This is an optimization exercise on Yosys and OpenROAD, whose aim is small area, a short achievable clock period and few clock cycles per item, not a production implementation.
In this exercise RTL edits were held to simulation tests only and were not proved equivalent to the original.
Power figures rest on the tool's default switching activity, not on a simulated workload.

--- design/flow/config.mk ---
export PLATFORM = sky130hd
export DESIGN_NAME = touch_pad_baseline_and_detect_unit
export DESIGN_NICKNAME = touch_pad_baseline_and_detect_unit
export VERILOG_FILES = /design/flow/design.v
export SDC_FILE = /design/flow/constraint.sdc
export NUM_CORES = 4
export LEC_CHECK = 0
export ABC_AREA = 1
export CAP_MARGIN = 20
export CORE_MARGIN = 2
export CORE_UTILIZATION = 40
export SETUP_SLACK_MARGIN = 5
export SLEW_MARGIN = 20
--- design/flow/constraint.sdc ---
create_clock -name core_clock -period 8.0 [get_ports {clk}]
set_input_delay 1.6000 -clock core_clock [delete_from_list [all_inputs] [get_ports {clk}]]
set_output_delay 1.6000 -clock core_clock [all_outputs]
set_load 0.01 [all_outputs]
--- design/flow/design.v ---
package tpbd_pkg;
	localparam int PADDR_W = 4;
	localparam int PDATA_W = 32;
	localparam logic [1:0] REG_REPEAT_MODE    = 2'd0;
	localparam logic [1:0] REG_GATE_THRESHOLD = 2'd1;
	localparam logic [1:0] REG_MAX_COUNT      = 2'd2;
	localparam logic        RST_REPEAT_MODE    = 1'b0;
	localparam logic [15:0] RST_GATE_THRESHOLD = 16'd100;
	localparam logic [15:0] RST_MAX_COUNT      = 16'hFFFF;
	localparam logic ACTION_CAL  = 1'b0;
	localparam logic ACTION_SCAN = 1'b1;
	localparam logic KIND_CAL    = 1'b0;
	localparam logic KIND_SCAN   = 1'b1;
	localparam logic [2:0] SCAN_NORMAL  = 3'd3;
	localparam logic [2:0] SCAN_REPEAT  = 3'd6;
	localparam logic [1:0] LOCKOUT_LOAD = 2'd3;
	localparam logic [1:0] TS_IDLE = 2'd0;
	localparam logic [1:0] TS_CALC = 2'd1;
	localparam logic [1:0] TS_EMIT = 2'd2;
	localparam logic [2:0] CS_IDLE  = 3'd0;
	localparam logic [2:0] CS_PIVOT = 3'd1;
	localparam logic [2:0] CS_CMP   = 3'd2;
	localparam logic [2:0] CS_ACCUM = 3'd3;
	localparam logic [2:0] CS_DIV   = 3'd4;
endpackage
import tpbd_pkg::*;
module tpbd_trim_mean #(
	parameter int SAMPLE_W = 16,
	parameter int SUM_W    = 19
) (
	input  logic                clk,
	input  logic                arst_n,
	input  logic                wr_en,      
	input  logic                wr_first,   
	input  logic                wr_mid,     
	input  logic                wr_load,    
	input  logic [SAMPLE_W-1:0] wr_data,
	output logic [SUM_W-1:0]    sum
);
	logic [SAMPLE_W-1:0] lo1_q, lo2_q, hi1_q, hi2_q;
	logic [SAMPLE_W-1:0] add_q;
	logic                add_v_q, add_ld_q;
	logic [SUM_W-1:0]    sum_q;
	logic lt1, lt2, gt1, gt2;
	assign lt1 = wr_data < lo1_q;
	assign lt2 = wr_data < lo2_q;
	assign gt1 = wr_data > hi1_q;
	assign gt2 = wr_data > hi2_q;
	always_ff @(posedge clk) begin
		if (wr_en) begin
			if (wr_first) begin
				lo1_q <= wr_data;
				lo2_q <= '1;
				hi1_q <= wr_data;
				hi2_q <= '0;
			end else begin
				if (lt1) begin
					lo1_q <= wr_data;
					lo2_q <= lo1_q;
				end else if (lt2) begin
					lo2_q <= wr_data;
				end
				if (gt1) begin
					hi1_q <= wr_data;
					hi2_q <= hi1_q;
				end else if (gt2) begin
					hi2_q <= wr_data;
				end
			end
		end
		add_q <= lt2 ? lo2_q : (gt2 ? hi2_q : wr_data);
		if (add_v_q) begin
			sum_q <= (add_ld_q ? '0 : sum_q) + SUM_W'(add_q);
		end
	end
	always_ff @(posedge clk or negedge arst_n) begin
		if (!arst_n) begin
			add_v_q  <= 1'b0;
			add_ld_q <= 1'b0;
		end else begin
			add_v_q  <= wr_en && wr_mid;
			add_ld_q <= wr_en && wr_load;
		end
	end
	assign sum = sum_q;
endmodule
import tpbd_pkg::*;
module touch_pad_baseline_and_detect_unit #(
	parameter int CAL_SAMPLES   = 10,
	parameter int TRIM_EACH_END = 2,
	parameter int COUNT_WIDTH   = 16
) (
	input  logic                           clk,
	input  logic                           arst_n,
	input  logic                           in_valid,
	output logic                           in_stall,
	input  logic                           action,
	input  logic [15:0]                    charge_count,
	output logic                           out_valid,
	input  logic                           out_stall,
	output logic                           result_kind,
	output logic                           pressed,
	output logic [15:0]                    baseline_value,
	output logic                           cal_error,
	input  logic                           psel,
	input  logic                           penable,
	input  logic                           pwrite,
	input  logic [tpbd_pkg::PADDR_W-1:0]   paddr,
	input  logic [tpbd_pkg::PDATA_W-1:0]   pwdata,
	output logic [tpbd_pkg::PDATA_W-1:0]   prdata,
	output logic                           pready
);
	localparam int SUM_W = 19;
	function automatic logic [9:0] div3_8(input logic [1:0] r_in, input logic [7:0] b);
		logic [1:0] r;
		logic [7:0] q;
		r = r_in;
		for (int i = 7; i >= 0; i--) begin
			q[i] = r[1] | (r[0] & b[i]);
			r    = b[i] ? {r[1], ~(r[1] | r[0])} : {r[0], r[1]};
		end
		div3_8 = {r, q};
	endfunction
	logic        rep_q, rep_n;
	logic [15:0] gate_q;
	logic [15:0] maxc_q;
	logic [15:0] rd_q;
	logic        cfg_wr;
	assign pready = 1'b1;
	assign cfg_wr = psel && penable && pwrite;
	always_ff @(posedge clk or negedge arst_n) begin
		if (!arst_n) begin
			rep_q  <= RST_REPEAT_MODE;
			gate_q <= RST_GATE_THRESHOLD;
			maxc_q <= RST_MAX_COUNT;
		end else if (cfg_wr) begin
			unique case (paddr[3:2])
				REG_REPEAT_MODE:    rep_q  <= pwdata[0];
				REG_GATE_THRESHOLD: gate_q <= pwdata[15:0];
				REG_MAX_COUNT:      maxc_q <= pwdata[15:0];
				default:            rep_q  <= rep_q;
			endcase
		end
	end
	assign rep_n = (cfg_wr && paddr[3:2] == REG_REPEAT_MODE) ? pwdata[0] : rep_q;
	always_ff @(posedge clk) begin
		unique case (paddr[3:2])
			REG_REPEAT_MODE:    rd_q <= {15'd0, rep_q};
			REG_GATE_THRESHOLD: rd_q <= gate_q;
			REG_MAX_COUNT:      rd_q <= maxc_q;
			default:            rd_q <= '0;
		endcase
	end
	assign prdata = {16'd0, rd_q};
	logic [3:0]  cal_idx_q, cal_idx_n;
	logic [2:0]  scnt_q, scnt_n;
	logic [15:0] peak_q;
	logic [1:0]  lock_q;
	logic [15:0] base_q;
	logic [1:0]  rem_q;
	logic        d1_q, d2_q, d3_q, d4_q;
	logic        ev_q, ev_n;
	logic        pv_q, pv_n, ppress_q, ppress_n;
	logic        ov_q, ov_n;
	logic        okind_q, okind_n, opress_q, opress_n, ocerr_q, ocerr_n;
	logic        stall_q, stall_n;
	logic        in_acc, cal_acc, scan_acc, cal_last;
	logic [2:0]  scnt_inc;
	logic        scan_done;
	logic        take_v;
	logic [SUM_W-1:0] sum;
	assign in_acc   = in_valid && !stall_q;
	assign cal_acc  = in_acc && (action == ACTION_CAL);
	assign scan_acc = in_acc && (action == ACTION_SCAN);
	assign cal_last = (cal_idx_q == 4'd9);
	assign cal_idx_n = cal_acc ? (cal_last ? 4'd0 : cal_idx_q + 4'd1) : cal_idx_q;
	assign scnt_inc  = scnt_q + 3'd1;
	assign scan_done = scnt_inc >= (rep_q ? SCAN_REPEAT : SCAN_NORMAL);
	assign scnt_n    = scan_acc ? (scan_done ? 3'd0 : scnt_inc) : scnt_q;
	assign ev_n      = scan_acc && scan_done;
	assign take_v    = (scnt_q == 3'd0) || (charge_count > peak_q);
	tpbd_trim_mean #(
		.SAMPLE_W (16),
		.SUM_W    (SUM_W)
	) u_trim_mean (
		.clk      (clk),
		.arst_n   (arst_n),
		.wr_en    (cal_acc),
		.wr_first (cal_idx_q == 4'd0),
		.wr_mid   (cal_idx_q[3] || cal_idx_q[2]),
		.wr_load  (cal_idx_q == 4'd4),
		.wr_data  (charge_count),
		.sum      (sum)
	);
	logic [16:0] ea, eb, ec, es, ecy;
	logic [17:0] esum;
	logic        over, press;
	logic [1:0]  lock_cur, lock_hit;
	assign ea   = {1'b0, base_q};
	assign eb   = {1'b0, gate_q};
	assign ec   = {1'b1, ~peak_q};
	assign es   = ea ^ eb ^ ec;
	assign ecy  = (ea & eb) | (ea & ec) | (eb & ec);
	assign esum = {1'b0, es} + {ecy, 1'b1};
	assign over = !esum[17];
	assign lock_cur = rep_q ? 2'd0 : lock_q;
	assign press    = over && (lock_cur == 2'd0);
	assign lock_hit = over ? LOCKOUT_LOAD : lock_cur;
	logic free, cerr;
	assign free = !ov_q || !out_stall;
	assign cerr = base_q > {1'b0, maxc_q[15:1]};
	always_comb begin
		ov_n     = ov_q && out_stall;
		okind_n  = okind_q;
		opress_n = opress_q;
		ocerr_n  = ocerr_q;
		pv_n     = pv_q;
		ppress_n = ppress_q;
		if (d4_q) begin
			ov_n     = 1'b1;
			okind_n  = KIND_CAL;
			opress_n = 1'b0;
			ocerr_n  = cerr;
			if (ev_q) begin
				pv_n     = 1'b1;
				ppress_n = press;
			end
		end else if (pv_q && free) begin
			ov_n     = 1'b1;
			okind_n  = KIND_SCAN;
			opress_n = ppress_q;
			ocerr_n  = 1'b0;
			pv_n     = 1'b0;
		end else if (ev_q && free) begin
			ov_n     = 1'b1;
			okind_n  = KIND_SCAN;
			opress_n = press;
			ocerr_n  = 1'b0;
		end else if (ev_q) begin
			pv_n     = 1'b1;
			ppress_n = press;
		end
	end
	logic [9:0] div_hi, div_lo;
	assign div_hi = div3_8(sum[18:17], sum[16:9]);
	assign div_lo = div3_8(rem_q, sum[8:1]);
	logic cal_last_n, scan_can_n;
	assign cal_last_n = (cal_idx_n == 4'd9);
	assign scan_can_n = (scnt_n + 3'd1) >= (rep_n ? SCAN_REPEAT : SCAN_NORMAL);
	assign stall_n = (cal_last_n && (ov_n || pv_n || ev_n || (cal_acc && cal_last) ||
		d1_q || d2_q || d3_q)) ||
		(scan_can_n && (pv_n || ev_n || (cal_acc && cal_last) || d1_q));
	always_ff @(posedge clk or negedge arst_n) begin
		if (!arst_n) begin
			cal_idx_q <= '0;
			scnt_q    <= '0;
			lock_q    <= '0;
			base_q    <= '0;
			d1_q      <= 1'b0;
			d2_q      <= 1'b0;
			d3_q      <= 1'b0;
			d4_q      <= 1'b0;
			ev_q      <= 1'b0;
			pv_q      <= 1'b0;
			ov_q      <= 1'b0;
			stall_q   <= 1'b0;
		end else begin
			cal_idx_q <= cal_idx_n;
			scnt_q    <= scnt_n;
			d1_q      <= cal_acc && cal_last;
			d2_q      <= d1_q;
			d3_q      <= d2_q;
			d4_q      <= d3_q;
			ev_q      <= ev_n;
			pv_q      <= pv_n;
			ov_q      <= ov_n;
			stall_q   <= stall_n;
			if (ev_q) begin
				lock_q <= (lock_hit != 2'd0) ? lock_hit - 2'd1 : 2'd0;
			end
			if (d2_q) begin
				base_q[15:8] <= div_hi[7:0];
			end
			if (d3_q) begin
				base_q[7:0] <= div_lo[7:0];
			end
		end
	end
	always_ff @(posedge clk) begin
		if (d2_q) begin
			rem_q <= div_hi[9:8];
		end
		if (scan_acc && take_v) begin
			peak_q <= charge_count;
		end
		okind_q  <= okind_n;
		opress_q <= opress_n;
		ocerr_q  <= ocerr_n;
		ppress_q <= ppress_n;
	end
	assign in_stall       = stall_q;
	assign out_valid      = ov_q;
	assign result_kind    = okind_q;
	assign pressed        = opress_q;
	assign baseline_value = base_q;
	assign cal_error      = ocerr_q;
endmodule
--- design/flow/run.sh ---
#!/bin/bash
# synth_recipe.tcl (not shown) runs the flow's synth.tcl, then flattens the netlist and writes it again
# the make line also repeats each setting of config.mk as NAME=value (left out here)
make -C /OpenROAD-flow-scripts/flow DESIGN_CONFIG=/design/flow/config.mk WORK_HOME=/design/flow/orfs CLKGATE_MAP_FILE= SYNTH_SCRIPT=/design/flow/synth_recipe.tcl finish
==> summary.txt, run 1 <==
Synthesis
  • Cells after Synth: 1345
  • Area leader, netlist: edfxtp_1
  • Post-synth EDFFs: 103
  • Yosys warning count: 2
  • Yosys top cell area share: 25.48%
  • Synth Flop Type: edfxtp_1
  • Part of the Yosys area used for sequential elements: 45.30%
  • Netlist cell types: 58
  • Mapped Avg Cell Area: 9.025 um2
  • Post-Synthesis Cell Area: 12140 um2
  • Yosys reg bits: 205
  • Async SR Flop Fraction: 33.17%
  • Top cells by area in the synthesized netlist: edfxtp_1, ha_1, dfrtp_1

Placement
  • Placed inst area: 13490 um2
  • Worst slack, placed: 2.935 ns
  • Gpl congestion: 0.8117
  • Detailed Place HPWL: 21070 um
  • # port buffers: 78
  • # placed instances: 1788

Critical path
  • Worst path cell trace: buf_8 > buf_12 > ha_4 > nand3_2 > o211ai_1 > nand2_1 > o211ai_1 > nand2_1 > o2111ai_4 > nand2_8 > a31oi_4 > buf_6
  • WP buf/inv: 3
  • Critical path's top delay family: compound AO/OA/AOI/OAI gates
  • Worst Setup Path Type: in -> reg
  • Slowest-stage cell, CP: ha_4
  • FF-to-FF setup slack: 5.10 ns
  • Reg2reg path depth: 16
  • Crit. Startpoint: charge_count[3]
  • Crit. End Element: register
  • CP Data Required Time: 8.23 ns
  • Critical Path Source Type: input pin
  • Slowest stage delay, CP: 0.27 ns
  • Critical path arrival: 3.42 ns
  • Origin of the critical flop-to-flop path: scnt_q[0]$_DFF_PN0_
  • Crit path max fanout: 6
  • RR Endpoint: stall_q$_DFF_PN0_

STA
  • Setup WS post-layout: 4.813 ns
  • Slew headroom: 40.28%
  • Final Critical Period: 3.187 ns
  • Final clock skew: 0.008365 ns
  • Slew Limit Fails: 0
  • Slew @ Worst Pin: 0.8957 ns
  • Unrepaired setup endpoints after global routing: true
  • Final setup violation count: 0
  • Setup total negative slack: 0 ns
  • Hold slack: 0.4093 ns
  • Final Cycle Share: 39.84%
  • Hold Violations, Final: 0
  • Max Clk Rate: 313.8 MHz

Layout
  • Fin util: 53.54%
  • Layout cell share with drive strength beyond 1: 20.99%
  • Diode count: 0
  • Fillcell total: 2636
  • Reg area: 5508 um2
  • Cell area after layout: 15950 um2
  • # nets final: 1719
  • Area growth from synthesis to layout: 31.43%
  • Area occupied by multi-input gates: 6374 um2
  • Fin cells: 1919

Die
  • DIE HEIGHT: 178.2 um
  • Die W: 178.2 um
  • Starting Density: 40.74%
  • Boundary pin count: 114
  • Die area: 31760 um2
  • Core Area: 29800 um2
  • # rows: 63

Hold path
  • Hold Crit Class: reg -> reg
  • Worst min-delay path startpoint: d1_q$_DFF_PN0_
  • Hold-critical path depth: 0
  • Hold endpoint: d2_q$_DFF_PN0_

Power
  • NetSw: 1.798 mW
  • PD cells: 297.5 nW/um2
  • Clock power share: 23.2%
  • Worst vdd ir: 0.0001884 V
  • Overall Power: 4.747 mW
  • P_leak: 7.384 nW
  • Internal Power: 2.949 mW
  • Switch share: 37.88%
  • Sequential share of power: 33.2%
  • Comb pwr share: 43.6%

Global routing
  • Antenna violations before repair: 0
  • Vias in the first global route: 9346
  • Total track usage: 19.17%
  • Largest net degree at the start of global routing: 69
  • GRT overflow: 0
  • First-pass GRT wire length: 47690 um

Clocking
  • Htree depth: 1
  • Clock Sinks: 205
  • CTS Hold Bufs: 0
  • Root buffer cell: clkbuf_16
  • CTS Buf Count: 24
  • CTS clock-pin slew for the worst setup and hold paths: 0.06 ns
  • Clk latency of the worst-skew pair: 0.52 ns
  • TritonCTS clock tree: done
  • CTS max path bufs: 3

Detailed routing
  • Drt initial violations: 522
  • Vias: 9683
  • Vias per cell: 5.046
  • Final wirelength: 31300 um
  • DRC viols: 0
  • Post-route ant nets: 0
  • DR WL/cell: 16.31 um
  • DR pass1 iterations: 6

Run status
  • Status: finished clean

Flow run
  • MaxCap Viol Count: 0
==> synthesized netlist by cell type (3+ instances only) <==
cell type  instances
nand3_1           39
dfxtp_1           34
nor4_1             4
inv_1            252
o22ai_1           12
xnor2_1            6
o21ai_0           96
a21oi_1          105
a31oi_1           10
nand2_2           14
a211oi_1           4
ha_1             131
nand2_1          198
clkbuf_1          26
nor3_1            12
dfstp_2           19
nand4_1           25
dfrtp_1           49
nor2_1            83
a22oi_1            6
edfxtp_1         103
o211ai_1          24
buf_4             17
o21ai_1            4
fa_1              17
o2111ai_1          3
xor2_1            12
==> sequential cells by signal (all words and copies together), names as in the netlist, 2 cells and up <==
register,count
rem_q,2
base_q,16
u_trim_mean.lo2_q,16
maxc_q,16
u_trim_mean.hi2_q,16
rd_q,16
peak_q,16
u_trim_mean.hi1_q,16
cal_idx_q,4
gate_q,16
u_trim_mean.add_q,16
lock_q,2
u_trim_mean.sum_q,19
u_trim_mean.lo1_q,16
scnt_q,3
==> cell type report <==
class | instances | share of cell area [%]
repair buffers | 163 | 10.88
repair inverters | 3 | 0.2196
clock inverters | 9 | 0.4549
well taps | 390 | 3.059
clock buffers | 35 | 4.604
flip-flops and latches | 205 | 34.52
multi-input cells | 859 | 39.95
inverters | 255 | 6.313
==> cells by family after synthesis <==
group | Yosys count | share of synthesized area, %
other | 2 | 0.06187
DFF | 205 | 45.30
xor gates and xnor gates | 18 | 1.299
buffers and inverters | 299 | 9.781
AOI/OAI and AO/OA | 284 | 13.31
and+or+nand+nor | 389 | 13.95
adders and majority gates | 148 | 16.31
==> worst max-delay path by stage <==
| stage | end | cells after the start | slack [ns] |
|---|---|---|---|
| floorplan | peak_q[0]$_DFFE_PP_ | 6 | 4.57 |
| global placement | peak_q[1]$_DFFE_PP_ | 9 | 3.03 |
| detailed placement | peak_q[3]$_DFFE_PP_ | 9 | 2.93 |
| CTS | u_trim_mean.hi2_q[6]$_SDFFCE_PN0P_ | 12 | 4.86 |
| global route | u_trim_mean.hi2_q[14]$_SDFFCE_PN0P_ | 12 | 4.73 |
| finish | u_trim_mean.hi2_q[6]$_SDFFCE_PN0P_ | 12 | 4.81 |
==> what timing repair did <==
action / 4_1_cts / 5_1_grt
endpoints found under the setup margin: 173 / 138
gates resized for setup: 221 / 94
cloned: 9 / 3
pin swaps: 36 / 43
buffers inserted: 59 / 16
==> layer usage <==
metal	GRT usage, %	part of all wire, %	wire, um
met1	25.24	44	13910
met2	33.41	48	14960
met3	2.131	4.1	1270
met4	5.386	3.7	1155
met5	0	0	0
==> power groups by stage <==
stage          Combinational [mW]  Sequential (mW)  Clock [mW]
6_report                     2.07             1.58        1.10
5_1_grt                      2.36             1.60        1.17
3_5_place_dp                 1.79             1.61           0
2_1_floorplan                1.33             1.57           0
4_1_cts                      1.96             1.58        1.13
3_3_place_gp                 1.74             1.60           0
==> layout by cell type, fill, tap and decap left out, drive strengths merged, types with 2 or more instances in the layout <==
| cell type | n |
|---|---|
| nand2 | 217 |
| inv | 251 |
| a21o | 2 |
| dfxtp | 34 |
| clkinvlp | 4 |
| dfstp | 19 |
| xnor2 | 6 |
| a21oi | 105 |
| nor4 | 5 |
| dlymetal6s2s | 5 |
| clkinv | 11 |
| nand4 | 25 |
| o21ai | 101 |
| clkdlybuf4s50 | 34 |
| o2111ai | 3 |
| xor2 | 12 |
| or2 | 2 |
| dlygate4sd2 | 20 |
| nand3 | 40 |
| nor2 | 85 |
| fa | 17 |
| dfrtp | 49 |
| o21a | 2 |
| o22ai | 12 |
| a31oi | 11 |
| a211oi | 4 |
| edfxtp | 103 |
| buf | 101 |
| a22oi | 6 |
| conb | 17 |
| o211ai | 24 |
| nor3 | 13 |
| o31ai | 2 |
| clkbuf | 37 |
| ha | 131 |
| a21boi | 3 |
| a221oi | 2 |
Testbench counts, summed over its fixed seeds: cycles 5,264, results 1,600.
==> inputs of run 2 (changes only) <==
--- a/design/flow/config.mk
+++ b/design/flow/config.mk
@@ -6,5 +6,4 @@
 export NUM_CORES = 4
 export LEC_CHECK = 0
-export ABC_AREA = 1
 export CAP_MARGIN = 20
 export CORE_MARGIN = 2
==> summary.txt, run 2 <==
Synthesis
  • Post-Synthesis Cell Area: 13350 um2 (+10%)
  • Async SR Flop Fraction: 33.17% (unchanged)
  • Part of the Yosys area used for sequential elements: 41.19% (-4.1 points)
  • Top cells by count, synth: inv_1, ha_1, edfxtp_1, nand2_1, nor2_1
  • Cells after Synth: 1357 (+0.89%)
  • Post-synth EDFFs: 103 (unchanged)
  • Yosys reg bits: 205 (unchanged)
  • Yosys warning count: 2 (unchanged)
  • Mapped Avg Cell Area: 9.839 um2 (+9.0%)
  • Netlist cell types: 86 (+48%)
  • Synth Flop Type: edfxtp_1
  • Area leader, netlist: edfxtp_1
  • Most frequent cell after synthesis: inv_1
  • Top cells by area in the synthesized netlist: edfxtp_1, ha_1, dfrtp_1
  • Yosys top cell area share: 23.17% (-2.3 points)

Detailed routing
  • Final wirelength: 33230 um (+6.2%)
  • Met2 WL post-DR: 15870 um (+6.1%)
  • DR pass1 iterations: 8 (+2)
  • WL met3: 1437 um (+13%)
  • Vias per cell: 5.186 (+2.8%)
  • Drt initial violations: 480 (-8.0%)
  • Met1 WL: 14870 um (+6.9%)
  • Top Layer Used: met4
  • Post-route ant nets: 0 (unchanged)
  • DR WL/cell: 16.82 um (+3.1%)
  • Vias: 10248 (+5.8%)
  • DRC viols: 0 (unchanged)

Layout
  • Largest Register: u_trim_mean.sum_q
  • # nets final: 1724 (+0.29%)
  • Max reg flops: 19 (unchanged)
  • Most frequent cells in the layout: inv_1, ha_1, edfxtp_1
  • Layout cell share with drive strength beyond 1: 20.08% (-0.92 points)
  • Diode count: 0 (unchanged)
  • Fillcell total: 2896 (+9.9%)
  • Cell area after layout: 17200 um2 (+7.8%)
  • Commonest non-fill, non-tap cell in the layout: inv_1
  • Area growth from synthesis to layout: 28.80%

Critical path
  • Critical Path Source Type: input pin
  • CP Capture Point: u_trim_mean.hi2_q[9]$_SDFFCE_PN0P_
  • FF-to-FF setup slack: 5.02 ns (-0.08 ns)
  • Crit path max fanout: 11 (+5)
  • CP Data Required Time: 8.25 ns (+0.02 ns)
  • Crit. Startpoint: charge_count[4]
  • Crit. End Element: register
  • Critical path arrival: 3.54 ns (+0.12 ns)
  • RR Endpoint: u_trim_mean.sum_q[17]$_DFFE_PP_
  • Origin of the critical flop-to-flop path: u_trim_mean.add_ld_q$_DFF_PN0_
  • Reg2reg path depth: 12 (-4)
  • Worst Setup Path Type: in -> reg

Placement
  • # port buffers: 78 (unchanged)
  • Detailed Place HPWL: 21850 um (+3.7%)
  • Placed inst area: 14600 um2 (+8.3%)
  • Gpl congestion: 0.8198 (+1.0%)

Global routing
  • GRT overflow: 0 (unchanged)
  • First-pass GRT wire length: 53100 um (+11%)
  • Largest net degree at the start of global routing: 69 (unchanged)
  • Total track usage: 18.61% (-0.57 points)
  • Antenna violations before repair: 0 (unchanged)
  • Vias in the first global route: 10077 (+7.8%)

Clocking
  • Root buffer cell: clkbuf_16
  • CTS Buf Count: 24 (unchanged)
  • CTS clock-pin slew for the worst setup and hold paths: 0.06 ns (about the same)
  • CTS max path bufs: 3 (unchanged)
  • Htree depth: 1 (unchanged)
  • Clk latency of the worst-skew pair: 0.53 ns (about the same)
  • Clock Sinks: 205 (unchanged)
  • TritonCTS clock tree: done

Die
  • Die W: 186.7 um (+4.8%)
  • Core Area: 32700 um2 (+9.8%)
  • Starting Density: 40.83% (+0.088 points)
  • # rows: 66 (+4.8%)
  • Die area: 34860 um2 (+9.8%)
  • Boundary pin count: 114 (unchanged)
  • DIE HEIGHT: 186.7 um (+4.8%)

STA
  • Slew headroom: 41.75% (+1.5 points)
  • Slew @ Worst Pin: 0.8737 ns (-0.02203 ns)
  • Hold Violations, Final: 0 (unchanged)
  • Final setup violation count: 0 (unchanged)
  • Final clock skew: 0.01485 ns (+0.006487 ns)
  • Final Cycle Share: 41.14% (+1.3 points)
  • Max Clk Rate: 303.8 MHz (-3.2%)
  • Unrepaired setup endpoints after global routing: true
  • Final Critical Period: 3.291 ns (+0.1040 ns)
  • Slew Limit Fails: 0 (unchanged)
  • Hold slack: 0.4087 ns (-0.0006590 ns)
  • Setup total negative slack: 0 ns (unchanged)

Flow run
  • MaxCap Viol Count: 0 (unchanged)

Power
  • Worst vdd ir: 0.0001974 V (+4.8%)
  • P_leak: 7.765 nW (+5.2%)
  • Overall Power: 5.288 mW (+11%)
  • PD cells: 307.5 nW/um2 (+3.4%)

Hold path
  • Hold Crit Class: reg -> reg

Run status
  • Status: finished clean
[run 2: changes by cell type after synthesis, moves of 30 or more]
cell	change
mux2i_1	+71
inv_1	-81
a21o_1	+34
a21oi_1	-39
nor2b_1	+33
nand2_1	-107
nand3_1	-30
[run 2: power by group]
part	switching (mW)	total [mW]	internal, mW
sequential	0.278	1.71	1.43
clock	0.447	1.10	0.654
combinational	1.29	2.48	1.19
[run 2: cell type report]
cell class	instances	area (um2)	share of cell area [%]
inverters	173	650.6	3.783
multi-input cells	915	7517	43.71
clock buffers	37	721.9	4.198
flip-flops and latches	205	5510	32.04
well taps	442	553.0	3.216
clock inverters	7	68.82	0.4002
repair buffers	197	2175	12.65
[run 2: how the worst min path moves through the flow]
| stage | depth (start not counted) | endpoint | slack (ns) | startpoint |
|---|---|---|---|---|
| finish | 0 | d2_q$_DFF_PN0_ | 0.41 | d1_q$_DFF_PN0_ |
| global route | 0 | d2_q$_DFF_PN0_ | 0.42 | d1_q$_DFF_PN0_ |
| CTS | 0 | d2_q$_DFF_PN0_ | 0.41 | d1_q$_DFF_PN0_ |
| detailed placement | 0 | d2_q$_DFF_PN0_ | 0.40 | d1_q$_DFF_PN0_ |
| global placement | 0 | d2_q$_DFF_PN0_ | 0.39 | d1_q$_DFF_PN0_ |
| floorplan | 0 | d4_q$_DFF_PN0_ | 0.35 | d3_q$_DFF_PN0_ |
[run 2: critical path, stage by stage]
cell and delay [ns]:
buf_12 0.12, ha_4 0.26, nand4_1 0.12, nor2_2 0.16, a211oi_2 0.06, nor3b_2 0.23, o31ai_2 0.09, a31oi_2 0.20
buf_6 0.15, nor2_4 0.04, buf_6 0.12, a21oi_4 0.18, clkbuf_16 0.20
[run 2: stage by stage]
stage | cells | setup WS (ns) | utilization (%)
2_1_floorplan | 1372 | 4.339 | -
3_3_place_gp | 1823 | 2.781 | 44.66
3_5_place_dp | 1823 | 2.773 | 44.66
4_1_cts | 1942 | 4.714 | 50.92
5_1_grt | 1976 | 4.640 | 52.59
6_report | 1976 | 4.709 | 52.59
[run 2: kinds of logic after synthesis]
group                      share of synthesized area (%)
DFF                                                41.19
adders and majority gates                          14.83
xor gates and xnor gates                           1.706
buffers and inverters                              8.340
other                                            0.05625
and+or+nand+nor                                    12.07
muxes                                              6.082
AOI/OAI and AO/OA                                  15.73
[run 2: repair_timing]
action	CTS	global route
cloned	11	0
setup buffers	64	34
hold buffers	0	0
gates resized for setup	214	63
pin swaps	49	45
setup endpoints to repair	181	147
[run 2: layer usage]
layer | vias up | GRT usage, %
li1 | 5104 | -
met1 | 4845 | 24.08
met2 | 238 | 31.84
met3 | 61 | 2.990
met4 | 0 | 5.891
met5 | - | 0
==> inputs of run 3 (changes only) <==
--- a/design/flow/config.mk
+++ b/design/flow/config.mk
@@ -9,4 +9,3 @@
 export CORE_MARGIN = 2
 export CORE_UTILIZATION = 40
-export SETUP_SLACK_MARGIN = 5
 export SLEW_MARGIN = 20
==> summary.txt, run 3 <==
Clocking
  • CTS clock-pin slew for the worst setup and hold paths: 0.06 ns (about the same)
  • Root buffer cell: clkbuf_16
  • PostCTS Resize Cnt: 0 (-100%)
  • Clk latency of the worst-skew pair: 0.52 ns (about the same)
  • CTS Hold Bufs: 0 (unchanged)
  • Htree depth: 1 (unchanged)
  • TritonCTS clock tree: done
  • Clock Sinks: 205 (unchanged)
  • Post-CTS Repair Setup Buffers: 0 (-100%)
  • CTS Buf Count: 24 (unchanged)
  • CTS max path bufs: 3 (unchanged)

Synthesis
  • Post-Synthesis Cell Area: 13350 um2 (unchanged)
  • Area leader, netlist: edfxtp_1
  • Yosys reg bits: 205 (unchanged)
  • Netlist cell types: 86 (unchanged)
  • Part of the Yosys area used for sequential elements: 41.19% (unchanged)
  • Mux share of post-synthesis cell area: 6.082% (unchanged)
  • Mapped Avg Cell Area: 9.839 um2 (unchanged)
  • Most frequent cell after synthesis: inv_1
  • Synth Area in Compound Gates: 15.73% (unchanged)
  • Cells after Synth: 1357 (unchanged)
  • Yosys top cell area share: 23.17% (unchanged)
  • Post-synthesis simple-gate area fraction: 12.07% (unchanged)
  • Largest family of logic cells by synthesized area: compound AO/OA/AOI/OAI gates
  • Post-synth EDFFs: 103 (unchanged)
  • Synth Flop Type: edfxtp_1
  • Yosys warning count: 2 (unchanged)
  • Async SR Flop Fraction: 33.17% (unchanged)
  • Top cells by count, synth: inv_1, ha_1, edfxtp_1, nand2_1, nor2_1
  • Top cells by area in the synthesized netlist: edfxtp_1, ha_1, dfrtp_1
  • Area share of xor/xnor cells in the synthesized design: 1.706% (unchanged)
  • Adder-cell area share of the yosys netlist: 14.83% (unchanged)

STA
  • Unrepaired setup endpoints after global routing: false
  • Final clock skew: 0.01101 ns (-0.003846 ns)
  • Slew Limit Fails: 0 (unchanged)
  • Slew @ Worst Pin: 1.063 ns (+0.1898 ns)
  • Final setup violation count: 0 (unchanged)
  • Final Cycle Share: 63.29% (+22 points)
  • Final Critical Period: 5.063 ns (+1.772 ns)
  • Hold Violations, Final: 0 (unchanged)
  • Max Clk Rate: 197.5 MHz (-35%)
  • Setup total negative slack: 0 ns (unchanged)
  • Slew headroom: 29.10% (-13 points)

Layout
  • Area occupied by multi-input gates: 6837 um2 (-9.1%)
  • Commonest non-fill, non-tap cell in the layout: inv_1
  • Diode count: 0 (unchanged)
  • Area growth from synthesis to layout: 13.91%
  • Reg area: 5499 um2 (-0.20%)
  • Fillcell total: 3070 (+6.0%)
  • Max reg flops: 19 (unchanged)
  • # nets final: 1613 (-6.4%)
  • Fin util: 46.51% (-6.1 points)
  • Fin cells: 1865 (-5.6%)
  • Largest Register: u_trim_mean.sum_q
  • Layout cell share with drive strength beyond 1: 6.676% (-13 points)
  • Most frequent cells in the layout: inv_1, ha_1, edfxtp_1

Detailed routing
  • Final wirelength: 28550 um (-14%)
  • DRC viols: 0 (unchanged)
  • Vias: 9534 (-7.0%)
  • Post-route ant nets: 0 (unchanged)
  • DR WL/cell: 15.31 um (-9.0%)
  • Vias per cell: 5.112 (-1.4%)
  • Drt initial violations: 395 (-18%)
  • DR pass1 iterations: 5 (-3)

Power
  • PD cells: 322.3 nW/um2 (+4.8%)
  • P_leak: 6.851 nW (-12%)
  • Worst vdd ir: 0.0001481 V (-25%)
  • Comb pwr share: 41.8% (-5.1 points)
  • Overall Power: 4.901 mW (-7.3%)
  • Internal Power: 3.056 mW (-6.7%)
  • Switch share: 37.64% (-0.42 points)
  • Clock power share: 22.7% (+1.9 points)
  • NetSw: 1.845 mW (-8.3%)
  • Sequential share of power: 35.5% (+3.2 points)

Critical path
  • Critical Path Source Type: input pin
  • CP Data Required Time: 8.14 ns (-0.11 ns)
  • WP buf/inv: 1 (-3)
  • Critical path arrival: 5.20 ns (+1.66 ns)
  • RR Endpoint: u_trim_mean.lo2_q[15]$_SDFFCE_PN1P_
  • Slowest-stage cell, CP: clkdlybuf4s50_1
  • Critical path depth: 9 (-4)
  • Reg2reg path depth: 9 (-3)
  • Slowest stage delay, CP: 0.76 ns (+0.50 ns)
  • Crit path max fanout: 17 (+6)
  • Worst Setup Path Type: in -> reg
  • Critical path's top delay family: compound AO/OA/AOI/OAI gates
  • Origin of the critical flop-to-flop path: u_trim_mean.lo2_q[1]$_SDFFCE_PN1P_
  • Worst path cell trace: clkdlybuf4s50_1 > ha_1 > a21o_1 > a21o_1 > a21o_1 > a21o_1 > a2111oi_2 > o221a_2 > o31a_1
  • Crit. End Element: register
  • CP most frequent cell: a21o_1
  • FF-to-FF setup slack: 4.45 ns (-0.57 ns)

Hold path
  • Worst min-delay path startpoint: d1_q$_DFF_PN0_
  • Hold endpoint: d2_q$_DFF_PN0_
  • Hold-critical path depth: 0 (unchanged)
  • Hold Crit Class: reg -> reg

Global routing
  • Vias in the first global route: 9363 (-7.1%)
  • First-pass GRT wire length: 47420 um (-11%)
  • Total track usage: 16.36% (-2.2 points)
  • Largest net degree at the start of global routing: 69 (unchanged)
  • Antenna violations before repair: 0 (unchanged)
  • GRT overflow: 0 (unchanged)

Die
  • # rows: 66 (unchanged)
  • Core Area: 32700 um2 (unchanged)
  • Boundary pin count: 114 (unchanged)
  • Die area: 34860 um2 (unchanged)
  • DIE HEIGHT: 186.7 um (unchanged)
  • Die W: 186.7 um (unchanged)
  • Starting Density: 40.83% (unchanged)

Placement
  • Detailed Place HPWL: 21480 um (-1.7%)
  • Gpl congestion: 0.8229 (+0.38%)
  • # port buffers: 78 (unchanged)
  • # placed instances: 1821 (-0.11%)

Flow run
  • MaxCap Viol Count: 0 (unchanged)

Run status
  • Status: finished clean
## run 3: cell count changes in the layout (fill, tap and decap cells not counted), moves of 8 or more
cell / previous run / this run
buf_4: 69 / 10
clkdlybuf4s50_1: 29 / 77
buf_6: 29 / 0
ha_1: 106 / 131
dlygate4sd2_1: 23 / 0
ha_4: 23 / 0
buf_12: 20 / 0
o21ai_0: 71 / 83
a21oi_1: 56 / 65
dlymetal6s2s_1: 9 / 0
buf_16: 8 / 0
mux2i_1: 63 / 71
nor2_1: 80 / 88
## run 3: worst max path at each step
stage	slack [ns]	start	to
6_report	2.94	charge_count[1]	u_trim_mean.lo2_q[15]$_SDFFCE_PN1P_
5_1_grt	2.66	charge_count[1]	u_trim_mean.lo2_q[15]$_SDFFCE_PN1P_
4_1_cts	2.84	charge_count[1]	u_trim_mean.lo2_q[15]$_SDFFCE_PN1P_
3_5_place_dp	2.32	charge_count[1]	u_trim_mean.lo2_q[15]$_SDFFCE_PN1P_
3_3_place_gp	2.35	charge_count[1]	u_trim_mean.lo2_q[13]$_SDFFCE_PN1P_
2_1_floorplan	3.57	charge_count[2]	u_trim_mean.hi2_q[0]$_SDFFCE_PN0P_
## run 3: layer usage
| metal | part of all wire, % | track usage, % |
|---|---|---|
| met2 | 46 | 27.14 |
| met4 | 1.9 | 3.846 |
| met3 | 4.0 | 2.050 |
| met5 | 0 | 0 |
| met1 | 49 | 22.78 |
## run 3: through the flow
step,hold slack (ns),worst slack [ns],cell area (um2)
finish,0.4126,2.937,15210
global route,0.4540,2.660,15210
CTS,0.4187,2.842,15200
detailed placement,0.3908,2.322,14380
global placement,0.3895,2.347,14380
floorplan,0.3519,3.566,13410
## run 3: kinds of logic after synthesis
| family | after synthesis |
|---|---|
| muxes | 80 |
| xor gates and xnor gates | 26 |
| DFF | 205 |
| adders and majority gates | 148 |
| and+or+nand+nor | 324 |
| AOI/OAI and AO/OA | 318 |
| other | 2 |
| buffers and inverters | 254 |
## run 3: layout make-up
cell class	instances	share of cell area (%)
flip-flops and latches	205	36.16
well taps	442	3.636
clock buffers	34	4.821
multi-input cells	913	44.95
repair buffers	88	5.594
inverters	173	4.270
clock inverters	10	0.5677
## run 3: power groups by stage
stage	registers [mW]	clock network (mW)	logic, mW
floorplan	1.59	0	1.68
global placement	1.75	0	2.01
detailed placement	1.76	0	2.06
CTS	1.74	1.15	2.07
global route	1.78	1.18	2.35
finish	1.74	1.11	2.05

## port drivers added, routing unchanged
The flow's constraints put no driver on any port. The routed layouts listed below were extracted and timed again, unchanged, in two steps. Step 1 (the two cells are an assumption about what drives the block):
set clk [get_ports {clk}]
set_driving_cell -lib_cell sky130_fd_sc_hd__clkbuf_16 $clk
set_driving_cell -lib_cell sky130_fd_sc_hd__buf_2 [delete_from_list [all_inputs] $clk]
Step 2 also shifts input and output timing later by t, the mid clock arrival at the registers, as if the neighbouring blocks saw the same clock. Slacks: ideal / step 1 / step 2; pairs: ideal / step 1.
run | t, ns | setup WS [ns] | hold WS [ns] | worst setup path after step 2 | worst slew at a driven data input, ns
run 1 | 0.564 | 4.813 / 4.796 / 4.233 | 0.409 / 0.409 / 0.409 | input to register | 0.14
run 2 | 0.571 | 4.709 / 4.704 / 4.133 | 0.409 / 0.409 / 0.409 | input to register | 0.07
run 3 | 0.558 | 2.937 / 2.952 / 2.394 | 0.413 / 0.413 / 0.413 | input to register | 0.04
After both steps setup and hold are still met in every run listed. The setup slack of run 1, which loses most, moves by -0.017 ns with the drivers and by -0.580 ns with both steps.
